Context: an optimization exercise on an open-source flow, tuned for small area, a short achievable clock period and few clock cycles per item. The choices shown serve that exercise and are no tape-out recipe. The RTL was checked by simulation tests, not by an equivalence proof against the original design. No activity file was given, so power comes from the tool's default toggle rates.

==> module muldiv_unit, before the edit <==
module muldiv_unit (
    input  logic                   clk,
    input  logic                   rst_n,
    input  logic                   accept,
    output logic                   free,
    input  logic [2:0]             in_op,
    input  offload_pkg::xlen_t     in_a,
    input  offload_pkg::xlen_t     in_b,
    input  offload_pkg::hart_id_t  in_hart,
    input  offload_pkg::reg_addr_t in_rd,
    output logic                   busy,
    output logic                   done,
    output offload_pkg::xlen_t     result,
    output offload_pkg::hart_id_t  hart,
    output offload_pkg::reg_addr_t rd
);
    localparam logic [2:0] S_IDLE = 3'd0;
    localparam logic [2:0] S_PREP = 3'd1;
    localparam logic [2:0] S_NORM = 3'd2;
    localparam logic [2:0] S_STEP = 3'd3;
    localparam logic [2:0] S_FIX  = 3'd4;
    logic [2:0]  state;
    logic [2:0]  op;
    logic [31:0] x;       
    logic [31:0] y;       
    logic [31:0] h;       
    logic [4:0]  cnt;
    logic [5:0]  clzx;
    logic [5:0]  clzy;
    logic        neg;
    logic        is_div;
    logic        a_signed, b_signed;
    logic        sa, sb;
    logic [31:0] xa, ya;
    logic [5:0]  clz_xa, clz_ya;
    assign is_div   = op[2];
    assign a_signed = (op == offload_pkg::mulh) || (op == offload_pkg::mulhsu) ||
                      (op == offload_pkg::div) || (op == offload_pkg::rem);
    assign b_signed = (op == offload_pkg::mulh) || (op == offload_pkg::div) ||
                      (op == offload_pkg::rem);
    assign sa = a_signed && x[31];
    assign sb = b_signed && y[31];
    assign xa = sa ? -x : x;
    assign ya = sb ? -y : y;
    function automatic logic [5:0] clz32(input logic [31:0] v);
        clz32 = 6'd32;
        for (int i = 0; i < 32; i++) begin
            if (v[i]) clz32 = 31 - i;
        end
    endfunction
    assign clz_xa = clz32(xa);
    assign clz_ya = clz32(ya);
    logic [4:0]  shamt;
    logic [31:0] y_shl;
    logic        b_zero;
    logic        a_small;
    logic        mswap;
    logic [5:0]  mclz;
    assign b_zero  = clzy[5];
    assign a_small = clzx > clzy;
    assign mswap   = !is_div && a_small;
    assign mclz    = mswap ? clzx : clzy;
    assign shamt   = is_div ? (clzy[4:0] - clzx[4:0]) : {mclz[4:1], 1'b0};
    assign y_shl   = (mswap ? x : y) << shamt;
    logic [32:0] diff;
    logic        ge;
    assign diff = {1'b0, x} - {1'b0, y};
    assign ge   = !diff[32];
    logic [1:0]  dig;
    logic [34:0] msum;
    logic [29:0] yinc;
    assign dig  = y[31:30];
    assign msum = {1'b0, h, 2'b00} + (dig[0] ? {3'b000, x} : 35'd0) +
                  (dig[1] ? {2'b00, x, 1'b0} : 35'd0);
    assign yinc = y[29:0] + {29'd0, msum[34]};
    logic [31:0] src;
    logic        cin;
    always_comb begin
        case (op)
            offload_pkg::mul, offload_pkg::div, offload_pkg::divu: src = h;
            offload_pkg::rem, offload_pkg::remu:                   src = x;
            default:                                               src = y;
        endcase
        cin = (op[2] || (op == offload_pkg::mul)) ? 1'b1 : (h == '0);
    end
    assign result = neg ? (~src + {31'd0, cin}) : src;
    assign free = (state == S_IDLE) || (state == S_FIX);
    assign done = (state == S_FIX);
    assign busy = (state != S_IDLE);
    always_ff @(posedge clk) begin
        if (!rst_n) begin
            state <= S_IDLE;
        end else begin
            case (state)
                S_PREP: state <= S_NORM;
                S_NORM: begin
                    if (is_div ? (b_zero || a_small) : mclz[5]) state <= S_FIX;
                    else state <= S_STEP;
                end
                S_STEP: if (cnt == '0) state <= S_FIX;
                default: state <= accept ? S_PREP : S_IDLE;
            endcase
        end
    end
    always_ff @(posedge clk) begin
        case (state)
            S_PREP: begin
                x    <= xa;
                y    <= ya;
                clzx <= clz_xa;
                clzy <= clz_ya;
                if (!op[2]) neg <= sa ^ sb;
                else if (!op[1]) neg <= (sa ^ sb) && (y != '0);
                else neg <= sa;
            end
            S_NORM: begin
                y   <= y_shl;
                if (mswap) x <= y;
                h   <= (is_div && b_zero) ? '1 : '0;
                cnt <= is_div ? shamt : {1'b0, ~mclz[4:1]};
            end
            S_STEP: begin
                cnt <= cnt - 5'd1;
                if (is_div) begin
                    if (ge) x <= diff[31:0];
                    h <= {h[30:0], ge};
                    y <= {1'b0, y[31:1]};
                end else begin
                    h <= msum[31:0];
                    y <= {yinc, msum[33:32]};
                end
            end
            default: begin
                if (free) begin
                    x    <= in_a;
                    y    <= in_b;
                    op   <= in_op;
                    hart <= in_hart;
                    rd   <= in_rd;
                end
            end
        endcase
    end
endmodule
clock: 12.0 ns
lec_check: 0
cap_margin: 20
core_margin: 2
core_utilization: 40
slew_margin: 20
run.sh (not shown) runs the stock make flow with config.mk's settings and CLKGATE_MAP_FILE= SYNTH_SCRIPT=/design/flow/synth_recipe.tcl, a recipe that flattens the netlist after the stock synthesis.
The baseline completed with no timing, DRC or antenna violations.
Testbench counts at the start, summed over its fixed seeds: cycles 14,048, items 2,560.
Next try:
--- a/flow/design.v
+++ b/flow/design.v
@@ -121,12 +121,8 @@
     logic        b_zero;
     logic        a_small;
-    logic        mswap;
-    logic [5:0]  mclz;
     assign b_zero  = clzy[5];
     assign a_small = clzx > clzy;
-    assign mswap   = !is_div && a_small;
-    assign mclz    = mswap ? clzx : clzy;
-    assign shamt   = is_div ? (clzy[4:0] - clzx[4:0]) : {mclz[4:1], 1'b0};
-    assign y_shl   = (mswap ? x : y) << shamt;
+    assign shamt   = is_div ? (clzy[4:0] - clzx[4:0]) : {clzy[4:1], 1'b0};
+    assign y_shl   = y << shamt;
     logic [32:0] diff;
     logic        ge;
@@ -161,5 +157,5 @@
                 S_PREP: state <= S_NORM;
                 S_NORM: begin
-                    if (is_div ? (b_zero || a_small) : mclz[5]) state <= S_FIX;
+                    if (is_div ? (b_zero || a_small) : clzy[5]) state <= S_FIX;
                     else state <= S_STEP;
                 end
@@ -182,7 +178,6 @@
             S_NORM: begin
                 y   <= y_shl;
-                if (mswap) x <= y;
                 h   <= (is_div && b_zero) ? '1 : '0;
-                cnt <= is_div ? shamt : {1'b0, ~mclz[4:1]};
+                cnt <= is_div ? shamt : ~clzy[4:1] & 5'hf;
             end
             S_STEP: begin
Effect:
- The changed run went through all stages and came out clean
- worst setup slack loses 310 ps
- sequential share of layout area went up by 1.6 points
- wire length drops by 19%
- clock power fell by about 8%
- global-route usage goes down by 4.7 points
- sequential cell count is unchanged
- via count decreases by 11%
- cell area goes down by about 6%
- combinational power decreases by about 9%
- utilization shrinks by 0.12 points
Testbench counts after the change, summed over its fixed seeds: cycles 16,010, items 2,560.

-- port drivers added, routing unchanged --
The flow's constraints put no driver on any port. The routed layouts listed below were extracted and timed again, unchanged, in two steps.
Step 1, drivers: a clkbuf_16 drives clk and a buf_2 each remaining input, both assumed.
Step 2, shift: input delay + t, output delay - t, t = (earliest + latest rising clock arrival at the registers) / 2. This alone moves slack from input paths to output paths.
a / b / c = no drivers / after step 1 / after step 2; a / b = the first two.
| run | shift t [ns] | setup WS [ns] | worst setup path at the end |
|---|---|---|---|
| the first run | 0.632 | 4.381 / 4.381 / 4.381 | register to register |
| the second run | 0.654 | 4.075 / 4.075 / 4.075 | register to register |
After both steps setup and hold are still met in every run listed.
